What follows belongs to an exercise in optimizing a design on an open flow for small area; a production flow would make more cautious choices.
The RTL was checked by simulation tests, not by an equivalence proof against the original design.
Power is estimated from default activity; no workload was simulated.

[design/flow/config.mk]
export PLATFORM = sky130hd
export DESIGN_NAME = alu_issue_stage
export DESIGN_NICKNAME = alu_issue_stage
export VERILOG_FILES = /design/flow/design.v
export SDC_FILE = /design/flow/constraint.sdc
export NUM_CORES = 4
export LEC_CHECK = 0
export CAP_MARGIN = 20
export CORE_MARGIN = 2
export CORE_UTILIZATION = 30
export SETUP_SLACK_MARGIN = 0.3
export SLEW_MARGIN = 20
[design/flow/constraint.sdc]
create_clock -name core_clock -period 4.5 [get_ports {Clk}]
set_input_delay 0.9000 -clock core_clock [delete_from_list [all_inputs] [get_ports {Clk}]]
set_output_delay 0.9000 -clock core_clock [all_outputs]
set_load 0.01 [all_outputs]
[design/flow/design.v]
module alu_issue_stage #(
  parameter int NREG  = 16,
  parameter int IMM_W = 14
) (
  input  logic               Clk,
  input  logic               Rst,
  input  logic               In_Valid,
  output logic               In_Ready,
  input  logic [31:0]        Instr,
  input  logic               Hold,
  output logic signed [31:0] Reg1,
  output logic signed [31:0] Reg2,
  output logic [15:0]        IV,
  output logic [3:0]         OpCode,
  output logic [3:0]         Cond,
  output logic               S,
  output logic [3:0]         Flag,
  input  logic [31:0]        Result,
  input  logic [3:0]         New_Flag,
  output logic               Retire_Valid,
  output logic [3:0]         Retire_Rd,
  output logic [31:0]        Retire_Data,
  output logic               Retire_Pass,
  input  logic [3:0]         Dbg_Addr,
  output logic [31:0]        Dbg_Data
);
  logic [31:0] rf [NREG];
  logic [3:0]  flag_q;
  logic        ex_valid;
  logic [31:0] ex_reg1;
  logic [31:0] ex_reg2;
  logic [15:0] ex_iv;
  logic [3:0]  ex_op;
  logic [3:0]  ex_cond;
  logic        ex_s;
  logic [3:0]  ex_rd;
  logic [3:0]       d_cond;
  logic [3:0]       d_op;
  logic             d_s;
  logic             d_i;
  logic [3:0]       d_rd;
  logic [3:0]       d_rn;
  logic [3:0]       d_rm;
  logic [IMM_W-1:0] d_imm;
  assign d_cond = Instr[31:28];
  assign d_op   = Instr[27:24];
  assign d_s    = Instr[23];
  assign d_i    = Instr[22];
  assign d_rd   = Instr[21:18];
  assign d_rn   = Instr[17:14];
  assign d_rm   = Instr[13:10];
  assign d_imm  = Instr[IMM_W-1:0];
  logic cond_pass;
  logic fn, fz, fc, fv;
  assign {fn, fz, fc, fv} = flag_q;
  always_comb begin
    cond_pass = 1'b0;
    case (ex_cond)
      4'h0: cond_pass = fz;
      4'h1: cond_pass = !fz;
      4'h2: cond_pass = fc;
      4'h3: cond_pass = !fc;
      4'h4: cond_pass = fn;
      4'h5: cond_pass = !fn;
      4'h6: cond_pass = fv;
      4'h7: cond_pass = !fv;
      4'h8: cond_pass = fc && !fz;
      4'h9: cond_pass = !fc || fz;
      4'hA: cond_pass = (fn == fv);
      4'hB: cond_pass = (fn != fv);
      4'hC: cond_pass = !fz && (fn == fv);
      4'hD: cond_pass = fz || (fn != fv);
      4'hE: cond_pass = 1'b1;
      default: cond_pass = 1'b0;
    endcase
  end
  logic        fwd_en;
  logic [31:0] rn_val;
  logic [31:0] rm_val;
  assign fwd_en = ex_valid && cond_pass;
  assign rn_val = (fwd_en && (ex_rd == d_rn)) ? Result : rf[d_rn];
  assign rm_val = (fwd_en && (ex_rd == d_rm)) ? Result : rf[d_rm];
  always_ff @(posedge Clk or posedge Rst) begin
    if (Rst) begin
      for (int k = 0; k < NREG; k++) rf[k] <= '0;
      flag_q       <= '0;
      ex_valid     <= 1'b0;
      ex_reg1      <= '0;
      ex_reg2      <= '0;
      ex_iv        <= '0;
      ex_op        <= '0;
      ex_cond      <= '0;
      ex_s         <= 1'b0;
      ex_rd        <= '0;
      Retire_Valid <= 1'b0;
      Retire_Rd    <= '0;
      Retire_Data  <= '0;
      Retire_Pass  <= 1'b0;
    end else if (Hold) begin
      Retire_Valid <= 1'b0;
    end else begin
      Retire_Valid <= ex_valid;
      Retire_Rd    <= ex_rd;
      Retire_Data  <= Result;
      Retire_Pass  <= ex_valid && cond_pass;
      if (ex_valid && cond_pass) begin
        rf[ex_rd] <= Result;
        if (ex_s) flag_q <= New_Flag;
      end
      ex_valid <= In_Valid;
      if (In_Valid) begin
        ex_reg1 <= rn_val;
        ex_reg2 <= d_i ? 32'd0 : rm_val;
        ex_iv   <= d_i ? {{(16-IMM_W){1'b0}}, d_imm} : 16'd0;
        ex_op   <= d_op;
        ex_cond <= d_cond;
        ex_s    <= d_s;
        ex_rd   <= d_rd;
      end
    end
  end
  assign In_Ready = ~Hold;
  assign Reg1     = ex_reg1;
  assign Reg2     = ex_reg2;
  assign IV       = ex_iv;
  assign OpCode   = ex_op;
  assign Cond     = ex_cond;
  assign S        = ex_s;
  assign Flag     = flag_q;
  assign Dbg_Data = rf[Dbg_Addr];
endmodule
[design/flow/run.sh]
#!/bin/bash
# synth_recipe.tcl (not shown) runs the flow's synth.tcl, then flattens the netlist and writes it again
# the make line also repeats each setting of config.mk as NAME=value (left out here)
make -C /OpenROAD-flow-scripts/flow DESIGN_CONFIG=/design/flow/config.mk WORK_HOME=/design/flow/orfs CLKGATE_MAP_FILE= SYNTH_SCRIPT=/design/flow/synth_recipe.tcl finish
==> results.sh, run 1 <==
export IMPL_synth_top_area_cell="dfrtp_1"
export IMPL_arrival_ps=3360
export IMPL_cp_top_family="buffers and inverters"
export IMPL_clock_fmax_mhz=235
export IMPL_clkTransAtPathRegs_ps=50
export IMPL_critical_path_top_cell_by_count="buf_4"
export IMPL_clkLatencyLatePin_ps=700
export IMPL_synth_top_family_by_area="compound AO/OA/AOI/OAI gates"
export IMPL_crit_buf_inv=6
export IMPL_finish_utilization=0.375
export IMPL_yosys_area_share_simple=0.0775
export IMPL_clockRootBuffer="clkbuf_16"
export IMPL_critical_path_class="input port to output port"
export IMPL_yosysSeqAreaShare=0.436
export IMPL_rsz0062_at_grt="yes"
export IMPL_outcome="complete, no violations"
export IMPL_critical_path_max_stage_delay_ps=520
export IMPL_worstHoldPathType="flip-flop to flip-flop"
export IMPL_die_area_mm2=0.126
export IMPL_post_route_cells_drive_above_1_share=0.255
export IMPL_setup_viols_final=0
export IMPL_worst_r2r_cell_count=8
export IMPL_timing_rr_start="ex_cond[0]"
export IMPL_highest_fanout_seen_on_the_critical_path=16
export IMPL_synth_compound_area_frac=0.221
export IMPL_via_count_of_the_first_global_routing_pass=34806
export IMPL_vdd_drop_max_v=0.000307
export IMPL_worst_hold_path_num_cells=2
export IMPL_cts_post_setup_buffers_inserted=0
export IMPL_synthMuxAreaShare=0.220
export IMPL_tritoncts_num_buffers=79
export IMPL_layoutNonFillerInstCount=5436
export IMPL_tightest_slew_ps=1260
export IMPL_slew_violations=0
export IMPL_crit_path_end_kind="output port"
export IMPL_design_final_nets=3807
export IMPL_globalRouteTotalUtil=0.345
export IMPL_setup_worst_path_start_class="input port"
export IMPL_synth_area_mm2=0.0371
export IMPL_floorplan_io_pins=240
export IMPL_antenna_found_initial=19
export IMPL_relative_slew_margins=0.153
export IMPL_final_hold_fails=0
export IMPL_globalRouteMet3Util=0.115
export IMPL_yosysWarnings=2
export IMPL_die_height_um=356
export IMPL_detailedRoute_firstPassIterationCount=10
export IMPL_synthDominantCellAreaShare=0.436
export IMPL_cts_htree_levels=3
export IMPL_critPathRequiredTime_ps=3600
export IMPL_gp_congestion=1.06
export IMPL_r2r_slack_ps=940
export IMPL_grtUsageMet2=0.493
export IMPL_power_density_cell_area_mw_per_mm2=468
export IMPL_routed_via_density=6.69
export IMPL_synth_flop_cell="dfrtp_1"
export IMPL_numClockSinks=646
export IMPL_start_util=0.301
export IMPL_max_cap_violations=0
export IMPL_grt_overflow_total=0
export IMPL_crit_path_cell_trace="clkbuf_4, buf_4, nor4b_4, buf_4, buf_12, a22oi_1, nand2_1, a21oi_1, a41oi_2, buf_4, clkdlybuf4s50_1"
export IMPL_top_usage_layer="met2"
export IMPL_post_drt_wl_per_cell_um=41.2
export IMPL_synthArstFlopShare=1.00
export IMPL_critical_path_slowest_cell="clkdlybuf4s50_1"
export IMPL_groute_layer_met1_usage=0.445
export IMPL_holdCritStartpoint="ex_iv[0]"
export IMPL_die_extent_in_x_um=356
export IMPL_period_needed_ps=4260
export IMPL_power_leakage_nw=19.5
export IMPL_dr_total_vias=36369
export IMPL_buffers_added_on_ports=237
export IMPL_routed_wirelength_um=224000
export IMPL_std_cell_rows=129
export IMPL_cts_buffer_depth=3
export IMPL_synthesis_instances=3442
export IMPL_final_min_period_over_clock_period=0.946
export IMPL_fin_worst_skew_ps=56.4
export IMPL_detail_route_drc_violations=0
export IMPL_syn_mean_instance_area_um2=10.8
export IMPL_dp_cells=5287
export IMPL_grt_start_max_net_pins=132
export IMPL_cts_tree="done"
export IMPL_detailedRoute_firstIterationViolations=6022
export IMPL_number_of_synthesized_flops_with_an_enable_pin=0
export IMPL_grt_pass1_wl_um=303000
export IMPL_yosys_area_share_xor_xnor=0.00213
export IMPL_post_synth_cell_types=77
export IMPL_sum_of_net_half_perimeters_after_detailed_placement_um=151000
export IMPL_endpoint_of_the_worst_hold_timing_path="ex_iv[0]"
export IMPL_detail_route_antenna_nets=0
export IMPL_syn_to_final_growth_pct=24.6
export IMPL_synth_adder_area_share=0
export IMPL_synthTopCellsByArea="dfrtp_1 44%, mux2_2 11%, mux2_1 7.9%"
export IMPL_core_area_mm2=0.123
export IMPL_crit_reg2reg_capture="rf[6][15]"
export IMPL_ys_ff_latch=646
-- flip-flops by register name, summed over array words and instances (netlist names), 4 cells and up --
register     cells
rf             512
Retire_Data     32
ex_reg1         32
ex_reg2         32
ex_iv           14
Retire_Rd        4
ex_cond          4
ex_op            4
ex_rd            4
flag_q           4
-- worst max path at each step --
stage                           start        endpoint  cells after the start
final                     Dbg_Addr[2]     Dbg_Data[0]                     11
after global routing      Dbg_Addr[2]     Dbg_Data[0]                     11
after CTS                 Dbg_Addr[2]    Dbg_Data[25]                     10
after detailed placement  Dbg_Addr[2]     Dbg_Data[0]                     10
after global placement    Dbg_Addr[0]     Dbg_Data[0]                     10
after floorplan                   Rst  Retire_Data[0]                      1
-- per-layer routing --
layer / vias to the layer above / share of wire
li1: 13973 / -
met1: 18392 / 0.39
met2: 3029 / 0.41
met5: - / 0.00064
met3: 955 / 0.12
met4: 20 / 0.081
-- cells in the final DEF, fill, tap and decap left out, types with 60 or more instances in the layout --
cell             instances
a21oi_1                155
mux2i_1                 84
a32oi_1                 60
clkdlybuf4s50_1        223
a221oi_1                74
a22oi_1                237
nor2_1                 129
buf_4                  318
a22o_1                 112
clkbuf_16               82
nand2_1                170
o21ai_0                 98
mux2_2                 363
dfrtp_1                646
mux2_1                 259
-- cell type report --
cell class | count | area, µm²
Timing Repair Buffer | 582 | 5370
Fill cell | 12228 | 76900
Tap cell | 1637 | 2050
Clock buffer | 106 | 2250
Sequential cell | 646 | 16200
Antenna cell | 5 | 12.5
Clock inverter | 38 | 533
Multi-Input combinational cell | 2397 | 19700
Inverter | 25 | 97.6
-- power by group --
group,internal (mW),total (mW),switching [mW]
logic,2.59,5.29,2.70
clock network,4.17,6.91,2.74
registers,7.24,9.45,2.21
total,14.0,21.7,7.65
-- cells in the mapped netlist, types with 21 or more instances --
library cell  number
nand2_1          176
a22o_1           112
nand2b_1          29
nor2_1           151
o32ai_1           24
o2bb2ai_1         21
nor3_1            33
mux2_1           259
dfrtp_1          646
buf_1             59
nand3_1           59
a222oi_1          43
a22oi_1          237
a221oi_1          74
mux2_2           363
a21oi_1          157
o221ai_1          41
clkbuf_1         256
buf_2             41
nor2b_1           41
o21ai_0           99
o22ai_1           42
mux2i_1           84
a32oi_1           60
-- kinds of logic after synthesis --
logic type	after synthesis
buffers and inverters	400
AO/OA/AOI/OAI	1088
other	1
multiplexers	720
AND/OR/NAND/NOR	578
XOR/XNOR	9
flip-flops	646
-- per-stage QoR --
| stage | TNS (ps) | power, mW | hold WS [ps] | setup slack (ps) | area, µm² |
|---|---|---|---|---|---|
| global placement | -231 | 14.5 | 449 | -191 | 43300 |
| global route | 0 | 22.3 | 497 | 246 | 46200 |
| CTS | 0 | 21.5 | 468 | 267 | 46100 |
| floorplan | -3376420 | 11.5 | 481 | -5230 | 37100 |
| finish | 0 | 21.7 | 462 | 242 | 46200 |
| detailed placement | -195 | 14.5 | 456 | -175 | 43300 |
-- repair_timing --
item / CTS / global route
hold buffers: 0 / 0
pin swaps: 1 / 4
resized for setup: 20 / 20
setup endpoints to repair: 24 / 24
-- worst min-delay path, delay by kind of cell (launching register included) --
| kind | cells | cell delay (ps) |
|---|---|---|
| flip-flops | 1 | 340 |
| AND/OR/NAND/NOR | 2 | 100 |
==> run 2: changes to the inputs <==
==> design/flow/design.v (replaced) <==
module alu_issue_stage #(
  parameter int NREG  = 16,
  parameter int IMM_W = 14
) (
  input  logic               Clk,
  input  logic               Rst,
  input  logic               In_Valid,
  output logic               In_Ready,
  input  logic [31:0]        Instr,
  input  logic               Hold,
  output logic signed [31:0] Reg1,
  output logic signed [31:0] Reg2,
  output logic [15:0]        IV,
  output logic [3:0]         OpCode,
  output logic [3:0]         Cond,
  output logic               S,
  output logic [3:0]         Flag,
  input  logic [31:0]        Result,
  input  logic [3:0]         New_Flag,
  output logic               Retire_Valid,
  output logic [3:0]         Retire_Rd,
  output logic [31:0]        Retire_Data,
  output logic               Retire_Pass,
  input  logic [3:0]         Dbg_Addr,
  output logic [31:0]        Dbg_Data
);
  logic [31:0]     rf [NREG];
  logic [NREG-1:0] rf_vld;
  logic [3:0]      flag_q;
  logic        ex_valid;
  logic [3:0]  ex_rn;
  logic [13:0] ex_lo;     
  logic        ex_i;
  logic [3:0]  ex_op;
  logic [3:0]  ex_cond;
  logic        ex_s;
  logic [3:0]  ex_rd;
  logic cond_pass;
  logic fn, fz, fc, fv;
  assign {fn, fz, fc, fv} = flag_q;
  always_comb begin
    cond_pass = 1'b0;
    case (ex_cond)
      4'h0: cond_pass = fz;
      4'h1: cond_pass = !fz;
      4'h2: cond_pass = fc;
      4'h3: cond_pass = !fc;
      4'h4: cond_pass = fn;
      4'h5: cond_pass = !fn;
      4'h6: cond_pass = fv;
      4'h7: cond_pass = !fv;
      4'h8: cond_pass = fc && !fz;
      4'h9: cond_pass = !fc || fz;
      4'hA: cond_pass = (fn == fv);
      4'hB: cond_pass = (fn != fv);
      4'hC: cond_pass = !fz && (fn == fv);
      4'hD: cond_pass = fz || (fn != fv);
      4'hE: cond_pass = 1'b1;
      default: cond_pass = 1'b0;
    endcase
  end
  logic commit;
  assign commit = ex_valid && cond_pass;
  always_ff @(posedge Clk) begin
    if (!Hold && commit) rf[ex_rd] <= Result;
  end
  always_ff @(posedge Clk or posedge Rst) begin
    if (Rst) begin
      rf_vld       <= '0;
      flag_q       <= '0;
      ex_valid     <= 1'b0;
      Retire_Valid <= 1'b0;
    end else if (Hold) begin
      Retire_Valid <= 1'b0;
    end else begin
      Retire_Valid <= ex_valid;
      if (commit) begin
        rf_vld[ex_rd] <= 1'b1;
        if (ex_s) flag_q <= New_Flag;
      end
      ex_valid <= In_Valid;
    end
  end
  always_ff @(posedge Clk) begin
    if (!Hold) begin
      ex_rn   <= Instr[17:14];
      ex_lo   <= Instr[13:0];
      ex_i    <= Instr[22];
      ex_op   <= Instr[27:24];
      ex_cond <= Instr[31:28];
      ex_s    <= Instr[23];
      ex_rd   <= Instr[21:18];
    end
  end
  always_ff @(posedge Clk) begin
    Retire_Rd   <= ex_rd;
    Retire_Data <= Result;
    Retire_Pass <= cond_pass;
  end
  logic [NREG-1:0] sel1, sel2, seld;
  always_comb begin
    for (int k = 0; k < NREG; k++) begin
      sel1[k] = rf_vld[k] && (ex_rn == k);
      sel2[k] = rf_vld[k] && !ex_i && (ex_lo[13:10] == k);
      seld[k] = rf_vld[k] && (Dbg_Addr == k);
    end
  end
  always_comb begin
    Reg1     = '0;
    Reg2     = '0;
    Dbg_Data = '0;
    for (int k = 0; k < NREG; k++) begin
      Reg1     = Reg1     | ({32{sel1[k]}} & rf[k]);
      Reg2     = Reg2     | ({32{sel2[k]}} & rf[k]);
      Dbg_Data = Dbg_Data | ({32{seld[k]}} & rf[k]);
    end
  end
  assign IV       = ex_i ? {{(16-IMM_W){1'b0}}, ex_lo} : 16'd0;
  assign In_Ready = ~Hold;
  assign OpCode   = ex_op;
  assign Cond     = ex_cond;
  assign S        = ex_s;
  assign Flag     = flag_q;
endmodule
==> run 2 against run 1 <==
Compared with the run above: power decreased by 32%; synthesized area decreased by 27%; non-clock buffer count decreased by 237; clock power decreased by 9.4%; largest cell class is now registers; wire length decreased by 41%; highest routed layer unchanged; global-route usage decreased by 7.4 points; synthesized cell count decreased by 46%; count of clock-buffer cells in the layout decreased by 23; via count decreased by 35%; still clean on timing, DRC and antenna; first-iteration DRC count decreased by 6.1%; maximum frequency increased by 0.32%.
==> results.sh, run 2 <==
export IMPL_crit_path_end_kind="output port"
export IMPL_final_min_period_over_clock_period=0.943
export IMPL_gp_congestion=0.972
export IMPL_grtUsageMet2=0.407
export IMPL_yosys_area_share_simple=0.0527
export IMPL_grt_start_max_net_pins=33
export IMPL_numClockSinks=603
export IMPL_synthMostInstantiatedCell="edfxtp_1"
export IMPL_ys_ff_latch=603
export IMPL_r2r_slack_ps=1100
export IMPL_fin_worst_skew_ps=39.8
export IMPL_setup_worst_path_start_class="flip-flop"
export IMPL_crit_reg2reg_capture="rf[7][2]"
export IMPL_yosysSeqAreaShare=0.652
export IMPL_synth_adder_area_share=0.00231
export IMPL_core_area_mm2=0.0897
export IMPL_cts_htree_levels=3
export IMPL_critical_path_max_stage_delay_ps=570
export IMPL_clkTransAtPathRegs_ps=50
export IMPL_synth_top_family_by_area="compound AO/OA/AOI/OAI gates"
export IMPL_post_route_cells_drive_above_1_share=0.138
export IMPL_tightest_slew_ps=1000
export IMPL_synthesis_instances=1854
export IMPL_synthTopCellsByArea="edfxtp_1 60%, a22o_1 13%, a221oi_1 12%"
export IMPL_period_needed_ps=4240
export IMPL_worstHoldPathType="flip-flop to flip-flop"
export IMPL_timing_rr_start="ex_cond[0]"
export IMPL_relative_slew_margins=0.330
export IMPL_final_hold_fails=0
export IMPL_synthArstFlopShare=0.0365
export IMPL_syn_mean_instance_area_um2=14.6
export IMPL_number_of_synthesized_flops_with_an_enable_pin=544
export IMPL_cts_hold_fix_buffers=0
export IMPL_clkLatencyLatePin_ps=640
export IMPL_syn_to_final_growth_pct=27.1
export IMPL_synth_compound_area_frac=0.258
export IMPL_cts_tree="done"
export IMPL_sum_of_net_half_perimeters_after_detailed_placement_um=70200
export IMPL_yosys_top_cells_count="544 x edfxtp_1, 386 x a22o_1, 384 x a221oi_1"
export IMPL_grt_overflow_total=0
export IMPL_die_height_um=304
export IMPL_post_synth_cell_types=47
export IMPL_design_power_total_mw=14.7
export IMPL_power_density_cell_area_mw_per_mm2=428
export IMPL_groute_layer_met1_usage=0.339
export IMPL_std_cell_rows=110
export IMPL_synthDominantCellAreaShare=0.604
export IMPL_post_drt_wl_per_cell_um=39.7
export IMPL_outcome="complete, no violations"
export IMPL_detail_route_drc_violations=0
export IMPL_arrival_ps=3340
export IMPL_setup_total_negative_slack_ps=0
export IMPL_endpoint_of_the_worst_hold_timing_path="ex_valid"
export IMPL_critical_path_class="flip-flop to output port"
export IMPL_crit_path_cell_trace="and2_1, and3_2, buf_12, a22o_1, a221oi_1, nand4_1, clkdlybuf4s50_1"
export IMPL_yosysWarnings=1
export IMPL_synth_area_mm2=0.0270
export IMPL_via_count_of_the_first_global_routing_pass=22935
export IMPL_layout_common_cells="544 x edfxtp_1, 386 x a22o_1, 380 x a221oi_1"
export IMPL_detailedRoute_firstPassIterationCount=10
export IMPL_slew_violations=0
export IMPL_synth_top_area_cell="edfxtp_1"
export IMPL_dr_total_vias=23692
export IMPL_design_final_nets=2154
export IMPL_detailedRoute_firstIterationViolations=5655
export IMPL_start_util=0.301
export IMPL_clockRootBuffer="clkbuf_16"
export IMPL_clock_fmax_mhz=236
export IMPL_cts_buffer_depth=3
export IMPL_rsz0062_at_grt="yes"
export IMPL_antenna_found_initial=7
export IMPL_die_extent_in_x_um=304
export IMPL_power_leakage_nw=11.5
export IMPL_largest_register_ff_count=512
export IMPL_critical_path_slowest_cell="clkdlybuf4s50_1"
export IMPL_registers_top_by_ff_count="rf"
export IMPL_worst_hold_path_num_cells=1
export IMPL_die_area_mm2=0.0926
export IMPL_max_cap_violations=0
export IMPL_routed_via_density=7.15
export IMPL_tritoncts_num_buffers=73
export IMPL_buffers_added_on_ports=237
export IMPL_reg_top3="rf: 512 flops, Retire_Data: 32 flops, rf_vld: 16 flops"
export IMPL_synth_flop_cell="edfxtp_1"
export IMPL_synthMuxAreaShare=0.00250
export IMPL_floorplan_io_pins=240
export IMPL_worst_r2r_cell_count=7
export IMPL_globalRouteMet3Util=0.0891
export IMPL_routed_wirelength_um=131000
export IMPL_critPathRequiredTime_ps=3600
export IMPL_holdCritStartpoint="ex_valid"
export IMPL_yosys_area_share_xor_xnor=0.00162
export IMPL_setup_viols_final=0
export IMPL_grt_pass1_wl_um=179000
export IMPL_detail_route_antenna_nets=0
export IMPL_highest_fanout_seen_on_the_critical_path=27
export IMPL_vdd_drop_max_v=0.000258
export IMPL_top_usage_layer="met2"
export IMPL_globalRouteTotalUtil=0.271
export IMPL_layout_cells_most_common="edfxtp_1"
## run 2: cell types whose count changed in the layout (fill, tap and decap cells not counted), sizes merged, moves of 154 or more
cell	before	now
a21oi	157	3
buf	356	105
mux2	622	6
nand2	176	2
a22o	112	386
edfxtp	0	544
a221oi	74	384
a22oi	237	0
dfrtp	646	22
## run 2: metrics by stage
step	hold WS (ps)	std cells	utilization	worst slack (ps)	area (µm²)
floorplan	346	1855	-	1340	27000
global placement	489	3161	0.352	121	31600
detailed placement	503	3161	0.352	120	31600
CTS	518	3301	0.381	304	34200
global route	561	3311	0.383	210	34400
finish	529	3312	0.383	255	34400
## run 2: worst max path at each step
stage | from | to | slack, ps | depth (start not counted)
floorplan | Dbg_Addr[0] | Dbg_Data[0] | 1340 | 7
global placement | Dbg_Addr[3] | Dbg_Data[15] | 120 | 8
detailed placement | Dbg_Addr[2] | Dbg_Data[14] | 120 | 8
CTS | ex_lo[13] | Reg2[27] | 300 | 7
global route | Dbg_Addr[0] | Dbg_Data[15] | 210 | 8
finish | ex_rn[2] | Reg1[25] | 260 | 7
## run 2: final cells by class
| cell class | instances | area [µm²] |
|---|---|---|
| diodes | 3 | 7.51 |
| clock buffers | 83 | 1910 |
| flip-flops and latches | 603 | 17600 |
| fillers | 8272 | 55400 |
| well taps | 1176 | 1470 |
| inverters | 6 | 22.5 |
| multi-input cells | 1044 | 8770 |
| repair buffers | 345 | 3960 |
| clock inverters | 52 | 619 |
## run 2: timing repair
action                                  in CTS  in global routing
resized for setup                           42                 37
buffers inserted                             5                  6
gates cloned                                 0                  2
endpoints found under the setup margin      61                 54
pin swaps                                   19                 26
## run 2: kinds of logic after synthesis
group | count (synthesis)
compound gates | 798
xor+xnor | 5
mux | 6
buf+inv | 208
other cells | 1
fa+ha+maj | 5
flops | 603
simple gates | 228
## run 2: metal layers
metal / up-vias / wire (µm)
met2: 2775 / 56400
met5: - / 34
li1: 8724 / -
met4: 4 / 9950
met3: 835 / 19800
met1: 11354 / 45100
## run 2: report_power, final
part / switching [mW] / leakage (nW) / internal (mW)
Sequential: 0.205 / 5.51 / 6.28
Clock: 2.50 / 1.22 / 3.76
Combinational: 1.13 / 4.76 / 0.846
Total: 3.83 / 11.5 / 10.9
## run 2: critical path, delay by kind of cell, from the launching register on
family,cells,cell delay [ps]
AND/OR/NAND/NOR,3,880
buffers and inverters,2,830
AO/OA/AOI/OAI,2,500
flip-flops,1,480
==> run 3: changes to the inputs <==
--- a/design/flow/config.mk
+++ b/design/flow/config.mk
@@ -8,5 +8,6 @@
 export CAP_MARGIN = 20
 export CORE_MARGIN = 2
-export CORE_UTILIZATION = 30
-export SETUP_SLACK_MARGIN = 0.3
+export CORE_UTILIZATION = 55
+export CTS_BUF_LIST = sky130_fd_sc_hd__clkbuf_4 sky130_fd_sc_hd__clkbuf_8
+export SETUP_SLACK_MARGIN = 0
 export SLEW_MARGIN = 20
==> run 3 against run 2 <==
Compared with the run above: the layout now fails its checks (setup timing); sequential cell count is the same; clock skew grew 6.7 ps; cell count shrank 14%; register-to-register slack lost 140 ps; core utilization grew 30 points; critical endpoint is now Reg2[31]; final area shrank 3.5%; synthesized area is the same; synthesized cell count is the same; worst setup slack lost 270 ps; hold slack lost 18 ps.
==> results.sh, run 3 <==
export IMPL_final_cell_area_mm2=0.0332
export IMPL_power_density_cell_area_mw_per_mm2=407
export IMPL_post_drt_wl_per_cell_um=41.8
export IMPL_dr_total_vias=24026
export IMPL_tightest_slew_ps=1010
export IMPL_synthMostInstantiatedCell="edfxtp_1"
export IMPL_synth_area_mm2=0.0270
export IMPL_buffers_added_on_ports=237
export IMPL_layout_common_cells="544 x edfxtp_1, 386 x a22o_1, 384 x a221oi_1"
export IMPL_highest_fanout_seen_on_the_critical_path=15
export IMPL_syn_mean_instance_area_um2=14.6
export IMPL_yosysSeqAreaShare=0.652
export IMPL_clock_fmax_mhz=222
export IMPL_critical_path_class="flip-flop to output port"
export IMPL_globalRouteTotalUtil=0.463
export IMPL_grt_start_max_net_pins=33
export IMPL_synthesis_instances=1854
export IMPL_die_area_mm2=0.0510
export IMPL_antenna_found_initial=2
export IMPL_syn_to_final_growth_pct=22.7
export IMPL_relative_slew_margins=0.327
export IMPL_sum_of_net_half_perimeters_after_detailed_placement_um=64300
export IMPL_layoutNonFillerInstCount=2855
export IMPL_yosysWarnings=1
export IMPL_crit_path_end_kind="output port"
export IMPL_worstHoldPathType="flip-flop to flip-flop"
export IMPL_ys_ff_latch=603
export IMPL_dpl_instance_area_mm2=0.0310
export IMPL_reg_top3="rf: 512 flops, Retire_Data: 32 flops, rf_vld: 16 flops"
export IMPL_gp_congestion=1.01
export IMPL_die_height_um=226
export IMPL_cts_buffer_depth=3
export IMPL_final_min_period_over_clock_period=1.00
export IMPL_so_faults="setup timing"
export IMPL_grt_pass1_wl_um=165000
export IMPL_synth_flop_cell="edfxtp_1"
export IMPL_power_leakage_nw=11.0
export IMPL_detail_route_drc_violations=0
export IMPL_detailedRoute_firstIterationViolations=6433
export IMPL_period_needed_ps=4510
export IMPL_registers_top_by_ff_count="rf"
export IMPL_post_route_cells_drive_above_1_share=0.163
export IMPL_core_area_mm2=0.0487
export IMPL_post_synth_cell_types=47
export IMPL_grt_overflow_total=0
export IMPL_final_critical_path_setup_slack_ps=-10.5
export IMPL_holdWs_ps=511
export IMPL_routed_via_density=8.42
export IMPL_outcome="complete, but fails checks"
export IMPL_cts_hold_fix_buffers=0
export IMPL_clkTransAtPathRegs_ps=60
export IMPL_arrival_ps=3610
export IMPL_largest_register_ff_count=512
export IMPL_detail_route_antenna_nets=0
export IMPL_design_final_nets=2185
export IMPL_setup_worst_path_start_class="flip-flop"
export IMPL_max_cap_violations=0
export IMPL_fin_worst_skew_ps=46.5
export IMPL_layout_cells_most_common="edfxtp_1"
export IMPL_detailedRoute_firstPassIterationCount=13
export IMPL_floorplan_io_pins=240
export IMPL_critPathRequiredTime_ps=3600
export IMPL_multi_input_area_mm2=0.00872
export IMPL_die_extent_in_x_um=226
export IMPL_synth_top_area_cell="edfxtp_1"
export IMPL_synthDominantCellAreaShare=0.604
export IMPL_std_cell_rows=81
export IMPL_slew_violations=0
export IMPL_clockRootBuffer="clkbuf_8"
export IMPL_rsz0062_at_grt="no"
export IMPL_cts_post_setup_buffers_inserted=0
export IMPL_tritoncts_num_buffers=97
export IMPL_detailedPlace_worstSlack_ps=80.5
export IMPL_start_util=0.555
export IMPL_vdd_drop_max_v=0.000261
export IMPL_synthTopCellsByArea="edfxtp_1 60%, a22o_1 13%, a221oi_1 12%"
export IMPL_dp_cells=2669
export IMPL_setup_viols_final=4
export IMPL_synthArstFlopShare=0.0365
export IMPL_yosys_top_cells_count="544 x edfxtp_1, 386 x a22o_1, 384 x a221oi_1"
export IMPL_seqCellArea_mm2=0.0176
export IMPL_cts_htree_levels=3
export IMPL_fillers=3424
export IMPL_clkLatencyLatePin_ps=730
export IMPL_number_of_synthesized_flops_with_an_enable_pin=544
export IMPL_setup_total_negative_slack_ps=-20.5
export IMPL_via_count_of_the_first_global_routing_pass=22592
export IMPL_routed_wirelength_um=119000
export IMPL_numClockSinks=603
export IMPL_final_hold_fails=0
export IMPL_cts_tree="done"
[run 3: cell counts after synthesis]
Identical to the previous run, type by type.
[run 3: per-layer routing]
layer / global-route usage / wire (µm)
met4: 0.281 / 9820
met3: 0.197 / 20800
met1: 0.585 / 39500
met2: 0.662 / 49200
met5: 0 / 91
[run 3: cell families after synthesis]
family | count (synthesis) | synth area share
DFF | 603 | 0.652
AOI/OAI and AO/OA | 798 | 0.258
muxes | 6 | 0.00250
adders and majority gates | 5 | 0.00231
buffers and inverters | 208 | 0.0312
and+or+nand+nor | 228 | 0.0527
other | 1 | 0.000139
xor gates and xnor gates | 5 | 0.00162
[run 3: cell type report]
cell class                 instances  area share
tap                              664      0.0250
inverter                           6    0.000679
antenna                            3    0.000226
sequential                       603       0.531
clock buffer                     149      0.0552
timing repair buffer             352       0.116
multi-input combinational       1044       0.263
clock inverter                    34     0.00871
[run 3: stage by stage]
| step | power [mW] | util |
|---|---|---|
| 6_report | 13.5 | 0.681 |
| 5_1_grt | 13.8 | 0.681 |
| 4_1_cts | 13.4 | 0.680 |
| 3_5_place_dp | 8.43 | 0.636 |
| 3_3_place_gp | 8.41 | 0.636 |
| 2_1_floorplan | 7.32 | - |
[run 3: final timing paths]
kind                            start         to  slack, ps  cells past startpoint
hold / removal               ex_valid   ex_valid        510                      1
setup reg to reg           ex_cond[0]  rf[14][3]        960                      7
setup / recovery                 ex_i   Reg2[31]        -10                      7
min in group asynchronous         Rst  rf_vld[1]        670                      2
max in group asynchronous         Rst  flag_q[2]       3240                      2
hold reg to reg              ex_valid   ex_valid        510                      1
[run 3: power breakdown]
group          internal [mW]  leakage (nW)  switching, mW
clock                   2.88          1.13           2.22
sequential              6.28          5.51          0.197
combinational          0.893          4.39           1.05
total                   10.1          11.0           3.46
[run 3: worst max-delay path, cell delays in order, from the launching register on]
cell             delay, ps
edfxtp_1               510
nor3b_1                440
and3_2                 690
buf_12                 280
a22o_1                 160
a221oi_1                40
nand4_1                180
clkdlybuf4s50_1        580
[run 3: timing repair]
action / 4_1_cts / 5_1_grt
endpoints found under the hold margin: 0 / 0
setup endpoints to repair: 1 / 34
gates resized for setup: 1 / 11
==> run 4: changes to the inputs <==
==> design/flow/flow/run.sh (new file) <==
#!/bin/bash
# Standard ORFS layout with two changes: port buffers use the smallest
# buffer cell, and CTS uses small clock buffers without dummy loads.
set -euo pipefail
export BUFFER_PORTS_ARGS="-buffer_cell sky130_fd_sc_hd__buf_1"
export CTS_ARGS="-sink_clustering_enable -repair_clock_nets -dont_use_dummy_load -buf_list {sky130_fd_sc_hd__clkbuf_4 sky130_fd_sc_hd__clkbuf_8}"
bash standard.sh > flow_make.log 2>&1
==> design/flow/standard.sh (new file) <==
#!/bin/bash
# synth_recipe.tcl (not shown) runs the flow's synth.tcl, then flattens the netlist and writes it again
# the make line also repeats each setting of config.mk as NAME=value (left out here)
make -C /OpenROAD-flow-scripts/flow DESIGN_CONFIG=/design/flow/config.mk WORK_HOME=/design/flow/orfs CLKGATE_MAP_FILE= SYNTH_SCRIPT=/design/flow/synth_recipe.tcl "${@:-finish}"
removed: design/flow/run.sh
==> run 4 against run 3 <==
Compared with the run above: the run now finishes clean; core utilization shrank 5.5 points; register-to-register slack is essentially flat; global-route usage shrank 0.22 points; count of clock-buffer cells in the layout shrank 53; final area shrank 8.1%; clock skew shrank 12 ps; wire length shrank 0.38%; via count shrank 1.4%; critical endpoint is now Reg2[8]; highest routed layer is now met4.
==> results.sh, run 4 <==
export IMPL_dr_total_vias=23689
export IMPL_ys_ff_latch=603
export IMPL_layout_cells_most_common="edfxtp_1"
export IMPL_detailedRoute_firstIterationViolations=5922
export IMPL_clockRootBuffer="clkbuf_8"
export IMPL_design_final_nets=2161
export IMPL_final_hold_fails=0
export IMPL_crit_buf_inv=2
export IMPL_gp_congestion=0.988
export IMPL_cts_post_setup_buffers_inserted=0
export IMPL_cts_buffer_depth=3
export IMPL_critical_path_max_stage_delay_ps=660
export IMPL_routed_wirelength_um=119000
export IMPL_power_leakage_nw=9.83
export IMPL_clock_fmax_mhz=230
export IMPL_globalRouteTotalUtil=0.461
export IMPL_numClockSinks=603
export IMPL_top_usage_layer="met2"
export IMPL_core_area_mm2=0.0487
export IMPL_setup_viols_final=0
export IMPL_final_critical_path_setup_slack_ps=145
export IMPL_post_synth_cell_types=47
export IMPL_r2r_slack_ps=970
export IMPL_die_extent_in_x_um=226
export IMPL_start_util=0.555
export IMPL_tritoncts_num_buffers=96
export IMPL_die_height_um=226
export IMPL_grt_pass1_wl_um=164000
export IMPL_outcome="complete, no violations"
export IMPL_syn_to_final_growth_pct=12.8
export IMPL_syn_mean_instance_area_um2=14.6
export IMPL_globalRouteMet3Util=0.190
export IMPL_yosysSeqAreaShare=0.652
export IMPL_die_area_mm2=0.0510
export IMPL_synth_top_area_cell="edfxtp_1"
export IMPL_cts_htree_levels=3
export IMPL_sum_of_net_half_perimeters_after_detailed_placement_um=64600
export IMPL_critical_path_slowest_cell="edfxtp_1"
export IMPL_final_min_period_over_clock_period=0.968
export IMPL_setup_worst_path_start_class="flip-flop"
export IMPL_post_route_cells_drive_above_1_share=0.124
export IMPL_synthMostInstantiatedCell="edfxtp_1"
export IMPL_synthArstFlopShare=0.0365
export IMPL_synth_area_mm2=0.0270
export IMPL_max_cap_violations=0
export IMPL_fillers=3713
export IMPL_buffers_added_on_ports=237
export IMPL_synth_flop_cell="edfxtp_1"
export IMPL_period_needed_ps=4360
export IMPL_grtUsageMet2=0.654
export IMPL_setup_total_negative_slack_ps=0
export IMPL_worstHoldPathType="input port to asynchronous set/reset pin"
export IMPL_cts_hold_fix_buffers=0
export IMPL_detailedPlace_worstSlack_ps=529
export IMPL_cts_tree="done"
export IMPL_registers_top_by_ff_count="rf"
export IMPL_crit_reg2reg_capture="rf[13][14]"
export IMPL_highest_fanout_seen_on_the_critical_path=21
export IMPL_fin_worst_skew_ps=34.6
export IMPL_multi_input_area_mm2=0.00868
export IMPL_worst_r2r_cell_count=7
export IMPL_rsz0062_at_grt="no"
export IMPL_std_cell_rows=81
export IMPL_number_of_synthesized_flops_with_an_enable_pin=544
export IMPL_detail_route_antenna_nets=0
export IMPL_design_power_total_mw=11.9
export IMPL_floorplan_io_pins=240
export IMPL_timing_rr_start="ex_cond[0]"
export IMPL_post_drt_wl_per_cell_um=43.3
export IMPL_largest_register_ff_count=512
export IMPL_groute_layer_met1_usage=0.595
export IMPL_crit_path_end_kind="output port"
export IMPL_power_density_cell_area_mw_per_mm2=389
export IMPL_detail_route_drc_violations=0
export IMPL_arrival_ps=3460
export IMPL_tightest_slew_ps=1120
export IMPL_slew_violations=0
export IMPL_cp_top_family="simple AND/OR/NAND/NOR gates"
export IMPL_crit_path_cell_trace="nor3b_1, and3_2, buf_12, a22o_1, a221oi_1, nand4_1, buf_1"
export IMPL_timing_critical_path_depth=7
export IMPL_clkLatencyLatePin_ps=710
export IMPL_routed_via_density=8.62
export IMPL_critPathRequiredTime_ps=3600
export IMPL_synthesis_instances=1854
export IMPL_detailedRoute_firstPassIterationCount=9
export IMPL_yosysWarnings=1
export IMPL_synthTopCellsByArea="edfxtp_1 60%, a22o_1 13%, a221oi_1 12%"
export IMPL_antenna_found_initial=1
export IMPL_layout_common_cells="544 x edfxtp_1, 386 x a22o_1, 384 x a221oi_1"
export IMPL_grt_start_max_net_pins=34
export IMPL_seqCellArea_mm2=0.0176
export IMPL_yosys_top_cells_count="544 x edfxtp_1, 386 x a22o_1, 384 x a221oi_1"
export IMPL_grt_overflow_total=0
export IMPL_reg_top3="rf: 512 flops, Retire_Data: 32 flops, rf_vld: 16 flops"
export IMPL_via_count_of_the_first_global_routing_pass=22368
export IMPL_vdd_drop_max_v=0.000305
export IMPL_relative_slew_margins=0.254
export IMPL_clkTransAtPathRegs_ps=60
export IMPL_critical_path_class="flip-flop to output port"
export IMPL_synthDominantCellAreaShare=0.604
==> run 4: cell counts after synthesis <==
Identical to the previous run, type by type.
==> run 4: where the power goes <==
part,switching (mW),internal (mW),leakage (nW)
Sequential,0.199,6.28,5.51
Clock,1.96,1.87,0.690
Combinational,1.02,0.518,3.63
Total,3.18,8.67,9.83
==> run 4: through the flow <==
stage                     area (µm²)  utilization  hold slack (ps)  cells
after floorplan                27000            -              346   1855
after global placement         29200        0.598              476   2646
after detailed placement       29200        0.598              485   2646
after CTS                      30500        0.625              328   2742
after global routing           30500        0.625              329   2743
final                          30500        0.626              344   2747
==> run 4: worst max path at each step <==
stage	from	end
2_1_floorplan	Dbg_Addr[0]	Dbg_Data[0]
4_1_cts	ex_i	Reg2[3]
5_1_grt	ex_i	Reg2[8]
3_5_place_dp	Dbg_Addr[0]	Dbg_Data[31]
3_3_place_gp	Dbg_Addr[0]	Dbg_Data[31]
6_report	ex_i	Reg2[8]
==> run 4: cell type report <==
| cell class | count | area share |
|---|---|---|
| well taps | 664 | 0.0272 |
| diodes | 5 | 0.000410 |
| flip-flops and latches | 603 | 0.578 |
| clock buffers | 96 | 0.0433 |
| repair buffers | 329 | 0.0658 |
| multi-input cells | 1044 | 0.285 |
| inverters | 6 | 0.000738 |
==> run 4: logic make-up (layout without fill, tap and decap cells) <==
kind of cell | Yosys count | count (layout) | share of synthesized area
other | 1 | 7 | 0.000139
AOI/OAI and AO/OA | 798 | 798 | 0.258
DFF | 603 | 603 | 0.652
adders and majority gates | 5 | 5 | 0.00231
xor gates and xnor gates | 5 | 5 | 0.00162
muxes | 6 | 6 | 0.00250
buffers and inverters | 208 | 431 | 0.0312
and+or+nand+nor | 228 | 228 | 0.0527
==> run 4: per-layer routing <==
metal / wire, µm / vias to the layer above / share of wire
met2: 49200 / 2858 / 0.41
met5: 0 / - / 0
met1: 40100 / 11313 / 0.34
li1: - / 8655 / -
met3: 20500 / 863 / 0.17
met4: 9210 / 0 / 0.077
==> run 4: timing repair <==
| action | in CTS | in global routing |
|---|---|---|
| resized for setup | 0 | 2 |
| endpoints found under the hold margin | 0 | 0 |
| endpoints found under the setup margin | 0 | 13 |
==> run 5: changes to the inputs <==
==> design/flow/config.mk (replaced) <==
export PLATFORM = sky130hd
export DESIGN_NAME = alu_issue_stage
export DESIGN_NICKNAME = alu_issue_stage
export VERILOG_FILES = /design/flow/design.v
export SDC_FILE = /design/flow/constraint.sdc
export NUM_CORES = 4
export LEC_CHECK = 0
export CAP_MARGIN = 5
export CORE_MARGIN = 2
export CORE_UTILIZATION = 55
export SETUP_SLACK_MARGIN = 0
export SLEW_MARGIN = 5
==> run 5 against run 4 <==
Compared with the run above: worst setup slack stayed put; count of clock-buffer cells in the layout is the same; via count unchanged; final area is the same; die area is the same; power unchanged; maximum frequency unchanged; core utilization unchanged; clock skew did not move; sequential power about the same; hold slack is the same.
==> results.sh, run 5 <==
export IMPL_fillers=3713
export IMPL_synthArstFlopShare=0.0365
export IMPL_synth_flop_cell="edfxtp_1"
export IMPL_dr_total_vias=23689
export IMPL_detailedRoute_firstPassIterationCount=9
export IMPL_syn_to_final_growth_pct=12.8
export IMPL_cts_post_setup_buffers_inserted=0
export IMPL_synthMostInstantiatedCell="edfxtp_1"
export IMPL_outcome="complete, no violations"
export IMPL_cts_tree="done"
export IMPL_buffers_added_on_ports=237
export IMPL_std_cell_rows=81
export IMPL_tightest_slew_ps=1120
export IMPL_synth_area_mm2=0.0270
export IMPL_yosys_top_cells_count="544 x edfxtp_1, 386 x a22o_1, 384 x a221oi_1"
export IMPL_timing_rr_start="ex_cond[0]"
export IMPL_critical_path_max_stage_delay_ps=660
export IMPL_floorplan_io_pins=240
export IMPL_critical_path_slowest_cell="edfxtp_1"
export IMPL_core_area_mm2=0.0487
export IMPL_grt_start_max_net_pins=34
export IMPL_crit_buf_inv=2
export IMPL_grt_overflow_total=0
export IMPL_detail_route_antenna_nets=0
export IMPL_reg_top3="rf: 512 flops, Retire_Data: 32 flops, rf_vld: 16 flops"
export IMPL_die_height_um=226
export IMPL_post_route_cells_drive_above_1_share=0.124
export IMPL_ys_ff_latch=603
export IMPL_crit_reg2reg_capture="rf[13][14]"
export IMPL_r2r_slack_ps=970
export IMPL_cts_hold_fix_buffers=0
export IMPL_critPathRequiredTime_ps=3600
export IMPL_final_min_period_over_clock_period=0.968
export IMPL_post_synth_cell_types=47
export IMPL_power_density_cell_area_mw_per_mm2=389
export IMPL_synthesis_instances=1854
export IMPL_synthDominantCellAreaShare=0.604
export IMPL_yosysSeqAreaShare=0.652
export IMPL_clockRootBuffer="clkbuf_8"
export IMPL_routed_via_density=8.62
export IMPL_detail_route_drc_violations=0
export IMPL_layout_cells_most_common="edfxtp_1"
export IMPL_max_cap_violations=0
export IMPL_clkLatencyLatePin_ps=710
export IMPL_start_util=0.555
export IMPL_cts_resized_gates=0
export IMPL_worst_r2r_cell_count=7
export IMPL_die_extent_in_x_um=226
export IMPL_finish_utilization=0.626
export IMPL_via_count_of_the_first_global_routing_pass=22368
export IMPL_antenna_found_initial=1
export IMPL_design_final_nets=2161
export IMPL_period_needed_ps=4360
export IMPL_crit_path_cell_trace="nor3b_1, and3_2, buf_12, a22o_1, a221oi_1, nand4_1, buf_1"
export IMPL_setup_viols_final=0
export IMPL_registers_top_by_ff_count="rf"
export IMPL_setup_total_negative_slack_ps=0
export IMPL_fin_worst_skew_ps=34.6
export IMPL_gp_congestion=0.988
export IMPL_clock_fmax_mhz=230
export IMPL_routed_wirelength_um=119000
export IMPL_relative_slew_margins=0.254
export IMPL_layout_common_cells="544 x edfxtp_1, 386 x a22o_1, 384 x a221oi_1"
export IMPL_rsz0062_at_grt="no"
export IMPL_numClockSinks=603
export IMPL_slew_violations=0
export IMPL_grt_pass1_wl_um=164000
export IMPL_yosysWarnings=1
export IMPL_vdd_drop_max_v=0.000305
export IMPL_post_drt_wl_per_cell_um=43.3
export IMPL_tritoncts_num_buffers=96
export IMPL_arrival_ps=3460
export IMPL_setup_worst_path_start_class="flip-flop"
export IMPL_final_cell_area_mm2=0.0305
export IMPL_globalRouteTotalUtil=0.461
export IMPL_largest_register_ff_count=512
export IMPL_cp_top_family="simple AND/OR/NAND/NOR gates"
export IMPL_clkTransAtPathRegs_ps=60
export IMPL_number_of_synthesized_flops_with_an_enable_pin=544
export IMPL_critical_path_class="flip-flop to output port"
export IMPL_worstHoldPathType="input port to asynchronous set/reset pin"
export IMPL_cts_htree_levels=3
export IMPL_synthTopCellsByArea="edfxtp_1 60%, a22o_1 13%, a221oi_1 12%"
export IMPL_syn_mean_instance_area_um2=14.6
export IMPL_crit_path_end_kind="output port"
export IMPL_detailedRoute_firstIterationViolations=5922
export IMPL_dpl_instance_area_mm2=0.0292
export IMPL_worst_setup_path_startpoint="ex_i"
export IMPL_synth_top_area_cell="edfxtp_1"
export IMPL_sum_of_net_half_perimeters_after_detailed_placement_um=64600
export IMPL_highest_fanout_seen_on_the_critical_path=21
export IMPL_power_leakage_nw=9.83
export IMPL_final_hold_fails=0
export IMPL_die_area_mm2=0.0510
export IMPL_cts_buffer_depth=3
## run 5: cell counts in the layout (fill, tap and decap cells not counted)
No cell type changed its count.
## run 5: metal layers
| metal | vias to the layer above | share of wire | global-route usage |
|---|---|---|---|
| li1 | 8655 | - | - |
| met1 | 11313 | 0.34 | 0.595 |
| met2 | 2858 | 0.41 | 0.654 |
| met3 | 863 | 0.17 | 0.190 |
| met4 | 0 | 0.077 | 0.268 |
| met5 | - | 0 | 0.00489 |
## run 5: how the worst max path moves through the flow
stage,endpoint,slack (ps),cells past startpoint
6_report,Reg2[8],140,7
5_1_grt,Reg2[8],50,7
4_1_cts,Reg2[3],80,7
3_5_place_dp,Dbg_Data[31],530,8
3_3_place_gp,Dbg_Data[31],590,8
2_1_floorplan,Dbg_Data[0],1340,7
## run 5: cell families (layout without fill, tap and decap cells)
kind of cell / count (synthesis) / after routing / share of synthesized area
multiplexers: 6 / 6 / 0.00250
AO/OA/AOI/OAI: 798 / 798 / 0.258
other: 1 / 7 / 0.000139
adder cells (fa/ha/maj): 5 / 5 / 0.00231
flip-flops: 603 / 603 / 0.652
buffers and inverters: 208 / 431 / 0.0312
AND/OR/NAND/NOR: 228 / 228 / 0.0527
XOR/XNOR: 5 / 5 / 0.00162
## run 5: metrics by stage
stage | hold WS [ps] | std cells | worst slack (ps) | power (mW)
floorplan | 346 | 1855 | 1340 | 7.32
global placement | 476 | 2646 | 585 | 8.04
detailed placement | 485 | 2646 | 529 | 8.06
CTS | 328 | 2742 | 84.2 | 11.8
global route | 329 | 2743 | 46.9 | 12.1
finish | 344 | 2747 | 145 | 11.9
## run 5: layout make-up
class,count,area [µm²],share of cell area
repair buffers,329,2010,0.0658
clock buffers,96,1320,0.0433
multi-input cells,1044,8680,0.285
well taps,664,831,0.0272
flip-flops and latches,603,17600,0.578
diodes,5,12.5,0.000410
inverters,6,22.5,0.000738
## run 5: report_power, final
part	switching, mW	internal (mW)
Combinational	1.02	0.518
Sequential	0.199	6.28
Clock	1.96	1.87
==> run 6: changes to the inputs <==
==> design/flow/flow/run.sh (replaced) <==
#!/bin/bash
# Standard ORFS layout with two changes: port buffers use the smallest
# buffer cell, and CTS uses small clock buffers without dummy loads.
set -euo pipefail
export BUFFER_PORTS_ARGS="-buffer_cell sky130_fd_sc_hd__buf_1"
export CTS_ARGS="-sink_clustering_enable -repair_clock_nets -dont_use_dummy_load -buf_list {sky130_fd_sc_hd__clkbuf_4}"
bash standard.sh > flow_make.log 2>&1
--- a/design/flow/config.mk
+++ b/design/flow/config.mk
@@ -6,7 +6,7 @@
 export NUM_CORES = 4
 export LEC_CHECK = 0
-export CAP_MARGIN = 5
+export CAP_MARGIN = 20
 export CORE_MARGIN = 2
 export CORE_UTILIZATION = 55
 export SETUP_SLACK_MARGIN = 0
-export SLEW_MARGIN = 5
+export SLEW_MARGIN = 20
==> run 6 against run 5 <==
Compared with the run above: still clean on timing, DRC and antenna; global-route usage rose by 0.59 points; non-clock buffer count rose by 4; register-to-register slack improved by 20 ps; hold slack got worse by 300 ps; worst setup slack got worse by 94 ps; largest cell class unchanged; largest power group unchanged.
==> results.sh, run 6 <==
export IMPL_synthArstFlopShare=0.0365
export IMPL_buffers_added_on_ports=237
export IMPL_synth_area_mm2=0.0270
export IMPL_die_extent_in_x_um=226
export IMPL_setup_worst_path_start_class="flip-flop"
export IMPL_synthesis_instances=1854
export IMPL_post_drt_wl_per_cell_um=42.5
export IMPL_fillers=3774
export IMPL_final_min_period_over_clock_period=0.989
export IMPL_crit_path_end_kind="output port"
export IMPL_slew_violations=0
export IMPL_syn_mean_instance_area_um2=14.6
export IMPL_synth_flop_cell="edfxtp_1"
export IMPL_clkTransAtPathRegs_ps=60
export IMPL_timing_rr_start="ex_cond[0]"
export IMPL_cts_buffer_depth=3
export IMPL_detailedRoute_firstIterationViolations=6005
export IMPL_met3_wirelength_um=21500
export IMPL_registers_top_by_ff_count="rf"
export IMPL_outcome="complete, no violations"
export IMPL_yosysSeqAreaShare=0.652
export IMPL_crit_reg2reg_capture="rf[13][12]"
export IMPL_detailedRoute_firstPassIterationCount=10
export IMPL_holdWs_ps=39.4
export IMPL_highest_signal_layer="met5"
export IMPL_critical_path_slowest_cell="and3_2"
export IMPL_yosys_top_cells_count="544 x edfxtp_1, 386 x a22o_1, 384 x a221oi_1"
export IMPL_critPathRequiredTime_ps=3600
export IMPL_power_density_cell_area_mw_per_mm2=381
export IMPL_die_area_mm2=0.0510
export IMPL_layoutNonFillerInstCount=2815
export IMPL_r2r_slack_ps=990
export IMPL_met1Wirelength_um=39800
export IMPL_routed_via_density=8.50
export IMPL_critical_path_class="flip-flop to output port"
export IMPL_start_util=0.555
export IMPL_grt_pass1_wl_um=165000
export IMPL_core_area_mm2=0.0487
export IMPL_max_cap_violations=0
export IMPL_synthMostInstantiatedCell="edfxtp_1"
export IMPL_dr_total_vias=23941
export IMPL_worstHoldPathType="input port to asynchronous set/reset pin"
export IMPL_detail_route_antenna_nets=0
export IMPL_reg_top3="rf: 512 flops, Retire_Data: 32 flops, rf_vld: 16 flops"
export IMPL_tightest_slew_ps=1150
export IMPL_post_synth_cell_types=47
export IMPL_critical_path_max_stage_delay_ps=820
export IMPL_routed_wirelength_um=120000
export IMPL_antenna_found_initial=3
export IMPL_arrival_ps=3550
export IMPL_post_route_cells_drive_above_1_share=0.150
export IMPL_syn_to_final_growth_pct=12.5
export IMPL_tritoncts_num_buffers=154
export IMPL_synthTopCellsByArea="edfxtp_1 60%, a22o_1 13%, a221oi_1 12%"
export IMPL_synth_top_area_cell="edfxtp_1"
export IMPL_via_count_of_the_first_global_routing_pass=22817
export IMPL_largest_register_ff_count=512
export IMPL_die_height_um=226
export IMPL_number_of_synthesized_flops_with_an_enable_pin=544
export IMPL_sum_of_net_half_perimeters_after_detailed_placement_um=64600
export IMPL_detailedPlace_worstSlack_ps=529
export IMPL_vdd_drop_max_v=0.000246
export IMPL_power_leakage_nw=9.86
export IMPL_ys_ff_latch=603
export IMPL_design_final_nets=2223
export IMPL_highest_fanout_seen_on_the_critical_path=18
export IMPL_cts_htree_levels=4
export IMPL_synthDominantCellAreaShare=0.604
export IMPL_period_needed_ps=4450
export IMPL_clkLatencyLatePin_ps=1060
export IMPL_layout_cells_most_common="edfxtp_1"
export IMPL_clockRootBuffer="clkbuf_4"
export IMPL_detail_route_drc_violations=0
export IMPL_fin_worst_skew_ps=62.7
export IMPL_dp_cells=2646
export IMPL_globalRouteTotalUtil=0.467
export IMPL_layout_common_cells="544 x edfxtp_1, 386 x a22o_1, 384 x a221oi_1"
export IMPL_numClockSinks=603
export IMPL_relative_slew_margins=0.235
export IMPL_yosysWarnings=1
export IMPL_grt_overflow_total=0
export IMPL_final_hold_fails=0
export IMPL_gp_congestion=0.988
export IMPL_clock_fmax_mhz=225
export IMPL_final_critical_path_setup_slack_ps=51.1
export IMPL_worst_r2r_cell_count=7
export IMPL_setup_viols_final=0
export IMPL_cts_tree="done"
export IMPL_grt_start_max_net_pins=34
export IMPL_design_power_total_mw=11.6
export IMPL_floorplan_io_pins=240
export IMPL_std_cell_rows=81
export IMPL_crit_path_cell_trace="nor2_1, and3_2, buf_4, a22o_1, a221oi_1, nand4_1, buf_1"
export IMPL_finish_utilization=0.624
export IMPL_routed_wl_met2_um=49200
[run 6: cell counts after synthesis]
Identical to the previous run, type by type.
[run 6: final cells by class]
class	count	area (µm²)	share of cell area
clock buffer	154	1160	0.0380
sequential	603	17600	0.579
antenna	11	27.5	0.000905
multi-input combinational	1044	8710	0.286
tap	664	831	0.0273
timing repair buffer	333	2050	0.0675
inverter	6	22.5	0.000740
[run 6: logic make-up after synthesis]
| kind of cell | Yosys count | synth area share |
|---|---|---|
| xor gates and xnor gates | 5 | 0.00162 |
| other | 1 | 0.000139 |
| and+or+nand+nor | 228 | 0.0527 |
| AOI/OAI and AO/OA | 798 | 0.258 |
| muxes | 6 | 0.00250 |
| buffers and inverters | 208 | 0.0312 |
| DFF | 603 | 0.652 |
| adders and majority gates | 5 | 0.00231 |
[run 6: worst max-delay path by stage]
stage | cells after the start | endpoint | start
floorplan | 7 | Dbg_Data[0] | Dbg_Addr[0]
global placement | 8 | Dbg_Data[31] | Dbg_Addr[0]
detailed placement | 8 | Dbg_Data[31] | Dbg_Addr[0]
CTS | 7 | Reg2[25] | ex_i
global route | 7 | Reg1[25] | ex_rn[0]
finish | 7 | Reg1[5] | ex_rn[3]
[run 6: per-layer routing]
| metal | up-vias | global-route usage |
|---|---|---|
| li1 | 8829 | - |
| met1 | 11229 | 0.591 |
| met2 | 3038 | 0.656 |
| met3 | 843 | 0.209 |
| met4 | 2 | 0.287 |
| met5 | - | 0.00489 |
[run 6: per-stage QoR]
stage	instance area, µm²	TNS, ps
after global routing	30400	-11.7
after detailed placement	29200	0
final	30400	0
after CTS	30400	-4.32
after global placement	29200	0
after floorplan	27000	0
[run 6: repair_timing]
action                                  4_1_cts  5_1_grt
setup buffers                                 1        1
gates resized for setup                       5        5
endpoints found under the hold margin         2        0
pin swaps                                     1        2
hold buffers                                  2        0
endpoints found under the setup margin       30       22
[run 6: report_power, final]
part	switching [mW]	leakage, nW	total (mW)	internal (mW)
clock	2.02	0.709	3.57	1.55
sequential	0.201	5.51	6.48	6.28
combinational	1.02	3.65	1.55	0.522
total	3.25	9.86	11.6	8.35
[run 6: worst max-delay path: cells and delay by family (launching register included)]
| family | cells | cell delay, ps |
|---|---|---|
| and+or+nand+nor | 3 | 1320 |
| buffers and inverters | 2 | 530 |
| DFF | 1 | 460 |
| AOI/OAI and AO/OA | 2 | 200 |
==> run 7: changes to the inputs <==
--- a/design/flow/design.v
+++ b/design/flow/design.v
@@ -25,5 +25,5 @@
   output logic [31:0]        Dbg_Data
 );
-  logic [31:0]     rf [NREG];
+  logic [31:0]     rf_n [NREG];
   logic [NREG-1:0] rf_vld;
   logic [3:0]      flag_q;
@@ -63,5 +63,5 @@
   assign commit = ex_valid && cond_pass;
   always_ff @(posedge Clk) begin
-    if (!Hold && commit) rf[ex_rd] <= Result;
+    if (!Hold && commit) rf_n[ex_rd] <= ~Result;
   end
   always_ff @(posedge Clk or posedge Rst) begin
@@ -111,7 +111,7 @@
     Dbg_Data = '0;
     for (int k = 0; k < NREG; k++) begin
-      Reg1     = Reg1     | ({32{sel1[k]}} & rf[k]);
-      Reg2     = Reg2     | ({32{sel2[k]}} & rf[k]);
-      Dbg_Data = Dbg_Data | ({32{seld[k]}} & rf[k]);
+      Reg1     = Reg1     | ~({32{~sel1[k]}} | rf_n[k]);
+      Reg2     = Reg2     | ~({32{~sel2[k]}} | rf_n[k]);
+      Dbg_Data = Dbg_Data | ~({32{~seld[k]}} | rf_n[k]);
     end
   end
==> design/flow/flow/run.sh (replaced) <==
#!/bin/bash
# Standard ORFS layout with two changes: port buffers use the smallest
# buffer cell, and CTS uses clkbuf_4 with 9-sink clusters (50 um diameter)
# and no dummy loads.
set -euo pipefail
export BUFFER_PORTS_ARGS="-buffer_cell sky130_fd_sc_hd__buf_1"
export CTS_ARGS="-sink_clustering_enable -repair_clock_nets -dont_use_dummy_load -sink_clustering_size 9 -sink_clustering_max_diameter 50 -buf_list {sky130_fd_sc_hd__clkbuf_4}"
bash standard.sh > flow_make.log 2>&1
--- a/design/flow/config.mk
+++ b/design/flow/config.mk
@@ -9,4 +9,4 @@
 export CORE_MARGIN = 2
 export CORE_UTILIZATION = 55
-export SETUP_SLACK_MARGIN = 0
+export SETUP_SLACK_MARGIN = 0.05
 export SLEW_MARGIN = 20
==> run 7 against run 6 <==
Compared with the run above: critical path depth stayed put; combinational power increased by 5%; core utilization shrank 0.98 points; hold slack improved by 67 ps; still clean; via count up 4.8%; final area shrank 4.0%; clock power down 27%; register-to-register slack lost 70 ps; count of clock-buffer cells in the layout shrank 75.
==> results.sh, run 7 <==
export IMPL_synth_flop_cell="edfxtp_1"
export IMPL_crit_buf_inv=2
export IMPL_synth_area_mm2=0.0264
export IMPL_setup_viols_final=0
export IMPL_detailedRoute_firstIterationViolations=6674
export IMPL_crit_reg2reg_capture="rf_n[6][7]"
export IMPL_detail_route_antenna_nets=0
export IMPL_clkTransAtPathRegs_ps=100
export IMPL_r2r_slack_ps=920
export IMPL_critical_path_max_stage_delay_ps=790
export IMPL_syn_to_final_growth_pct=10.7
export IMPL_routed_wirelength_um=120000
export IMPL_vdd_drop_max_v=0.000271
export IMPL_gp_congestion=0.969
export IMPL_dpl_instance_area_mm2=0.0286
export IMPL_std_cell_rows=80
export IMPL_synthesis_instances=2196
export IMPL_crit_path_end_kind="output port"
export IMPL_synthDominantCellAreaShare=0.619
export IMPL_clock_fmax_mhz=226
export IMPL_post_synth_cell_types=40
export IMPL_ys_ff_latch=603
export IMPL_cts_tree="done"
export IMPL_globalRouteTotalUtil=0.468
export IMPL_clockRootBuffer="clkbuf_4"
export IMPL_post_route_cells_drive_above_1_share=0.0974
export IMPL_highest_fanout_seen_on_the_critical_path=25
export IMPL_detail_route_drc_violations=0
export IMPL_detailedRoute_firstPassIterationCount=11
export IMPL_max_cap_violations=0
export IMPL_relative_slew_margins=0.352
export IMPL_start_util=0.555
export IMPL_synthArstFlopShare=0.0365
export IMPL_grt_overflow_total=0
export IMPL_synthTopCellsByArea="edfxtp_1 62%, o22ai_1 18%, nor2_1 4.6%"
export IMPL_dp_cells=2978
export IMPL_die_extent_in_x_um=223
export IMPL_cts_htree_levels=3
export IMPL_via_count_of_the_first_global_routing_pass=23047
export IMPL_synth_top_area_cell="edfxtp_1"
export IMPL_setup_total_negative_slack_ps=0
export IMPL_routed_via_density=8.19
export IMPL_numClockSinks=603
export IMPL_design_final_nets=2527
export IMPL_finish_utilization=0.614
export IMPL_synthMostInstantiatedCell="o22ai_1"
export IMPL_critical_path_class="flip-flop to output port"
export IMPL_clkLatencyLatePin_ps=910
export IMPL_critPathRequiredTime_ps=3600
export IMPL_setup_worst_path_start_class="flip-flop"
export IMPL_post_drt_wl_per_cell_um=39.0
export IMPL_endpoint_of_the_worst_hold_timing_path="Retire_Data[27]"
export IMPL_die_height_um=223
export IMPL_final_critical_path_setup_slack_ps=68.4
export IMPL_cp_top_family="simple AND/OR/NAND/NOR gates"
export IMPL_critical_path_top_cell_by_count="nand4_1"
export IMPL_layout_cells_most_common="o22ai_1"
export IMPL_sum_of_net_half_perimeters_after_detailed_placement_um=61000
export IMPL_antenna_found_initial=4
export IMPL_registers_top_by_ff_count="rf_n"
export IMPL_layout_common_cells="771 x o22ai_1, 544 x edfxtp_1, 323 x nor2_1"
export IMPL_holdCritStartpoint="Result[27]"
export IMPL_grt_pass1_wl_um=164000
export IMPL_tightest_slew_ps=969
export IMPL_floorplan_io_pins=240
export IMPL_tritoncts_num_buffers=79
export IMPL_fin_worst_skew_ps=67.3
export IMPL_syn_mean_instance_area_um2=12.0
export IMPL_dr_total_vias=25090
export IMPL_cts_hold_fix_buffers=0
export IMPL_final_cell_area_mm2=0.0292
export IMPL_worst_r2r_cell_count=6
export IMPL_yosysWarnings=1
export IMPL_worstHoldPathType="input port to flip-flop"
export IMPL_largest_register_ff_count=512
export IMPL_yosysSeqAreaShare=0.668
export IMPL_reg_top3="rf_n: 512 flops, Retire_Data: 32 flops, rf_vld: 16 flops"
export IMPL_timing_rr_start="ex_cond[0]"
export IMPL_outcome="complete, no violations"
export IMPL_worst_hold_path_num_cells=1
export IMPL_layoutNonFillerInstCount=3065
export IMPL_final_min_period_over_clock_period=0.985
export IMPL_detailedPlace_worstSlack_ps=424
export IMPL_arrival_ps=3530
export IMPL_rsz0062_at_grt="no"
export IMPL_die_area_mm2=0.0498
export IMPL_final_hold_fails=0
export IMPL_buffers_added_on_ports=237
export IMPL_design_power_total_mw=10.7
export IMPL_core_area_mm2=0.0475
export IMPL_grt_start_max_net_pins=34
export IMPL_yosys_top_cells_count="771 x o22ai_1, 544 x edfxtp_1, 323 x nor2_1"
export IMPL_slew_violations=0
export IMPL_holdWs_ps=107
export IMPL_crit_path_cell_trace="and2_1, nand4_1, buf_12, o22ai_1, nor2_1, nand4_1, buf_1"
export IMPL_cts_buffer_depth=3
export IMPL_period_needed_ps=4430
export IMPL_power_leakage_nw=9.32
export IMPL_power_density_cell_area_mw_per_mm2=368
export IMPL_number_of_synthesized_flops_with_an_enable_pin=544
export IMPL_critical_path_slowest_cell="nand4_1"
[run 7: cell count changes after synthesis, sizes merged, moves of 25 or more]
cell | before | now
a221oi | 384 | 0
a22o | 386 | 0
and3 | 55 | 2
clkbuf | 176 | 151
inv | 6 | 39
nand3 | 6 | 43
nor2 | 11 | 323
nor4 | 3 | 36
o22ai | 2 | 771
[run 7: final cells by class]
class                           count  area [µm²]
Tap cell                          615         769
Timing Repair Buffer              332        1910
Multi-Input combinational cell   1391        8150
Fill cell                        3768       18300
Antenna cell                        6        15.0
Clock buffer                       79         593
Sequential cell                   603       17600
Inverter                           39         146
[run 7: worst max-delay path by stage]
stage	startpoint	endpoint	cells after the start
after floorplan	Hold	rf_n[0][0]	3
after global placement	Dbg_Addr[3]	Dbg_Data[3]	8
after detailed placement	Dbg_Addr[3]	Dbg_Data[6]	8
after CTS	ex_i	Reg2[5]	7
after global routing	ex_rn[3]	Reg1[5]	7
final	ex_rn[0]	Reg1[5]	7
[run 7: worst reg2reg max path: stages, from the launching register on]
cell      delay (ps)
edfxtp_1         530
and4bb_1         320
mux2i_1           80
a311oi_1         280
or3_1            790
and4_2           850
buf_12           310
[run 7: per-layer routing]
metal	vias up	routed length [µm]	global-route usage	part of all wire
met5	-	52	0.00489	0.00044
met4	4	10300	0.280	0.086
met3	969	21800	0.180	0.18
met2	3013	48600	0.665	0.41
met1	11627	38900	0.612	0.33
li1	9477	-	-	-
[run 7: report_power, final]
part	switching [mW]	total, mW	internal [mW]	leakage [nW]
registers	0.222	6.50	6.28	5.51
clock network	1.81	2.61	0.805	0.364
logic	1.11	1.62	0.509	3.45
[run 7: logic make-up (layout without fill, tap and decap cells)]
kind of cell	after synthesis	after routing	synth area share
DFF	603	603	0.668
xor gates and xnor gates	5	5	0.00166
adders and majority gates	5	5	0.00237
other	1	8	0.000142
buffers and inverters	203	450	0.0304
muxes	7	7	0.00289
and+or+nand+nor	575	575	0.104
AOI/OAI and AO/OA	797	797	0.191
[run 7: timing repair]
item / 4_1_cts / 5_1_grt
setup endpoints to repair: 0 / 33
setup buffers: 0 / 2
gates resized for setup: 0 / 3

-- port drivers added, routing unchanged --
The flow's constraints put no driver on any port. The routed layouts listed below were extracted and timed again, unchanged, in two steps.
Step 1, drivers: a clkbuf_16 drives Clk and a buf_2 each remaining input, both assumed.
Step 2 adds t to the input delays and takes it off the output delays; t is the mean of the earliest and latest rising clock arrival at the registers after step 1. Input paths then give back, and output paths get back, about the clock's delay inside the block.
a / b / c = no drivers / after step 1 / after step 2; a / b = the first two.
| run | shift t [ns] | slack for setup (ns) | hold slack, ns | worst slew at a driven data input, ns |
|---|---|---|---|---|
| run 1 | 0.748 | 0.242 / 0.156 / 0.156 | 0.462 / 0.462 / 0.462 | 0.13 |
| run 2 | 0.685 | 0.255 / 0.152 / 0.152 | 0.529 / 0.529 / 0.529 | 0.12 |
| run 3 | 0.768 | -0.011 / -0.068 / 0.009 | 0.511 / 0.511 / 0.511 | 0.12 |
| run 4 | 0.760 | 0.145 / 0.079 / 0.296 | 0.344 / 0.300 / 0.497 | 0.08 |
| run 5 | 0.760 | 0.145 / 0.079 / 0.296 | 0.344 / 0.300 / 0.497 | 0.08 |
| run 6 | 1.085 | 0.051 / -0.011 / 0.337 | 0.039 / -0.001 / 0.495 | 0.08 |
| run 7 | 0.935 | 0.068 / 0.008 / 0.302 | 0.107 / 0.069 / 0.548 | 0.13 |
The setup slack of run 2, which loses most, moves by -0.103 ns with the drivers and by -0.103 ns with both steps.
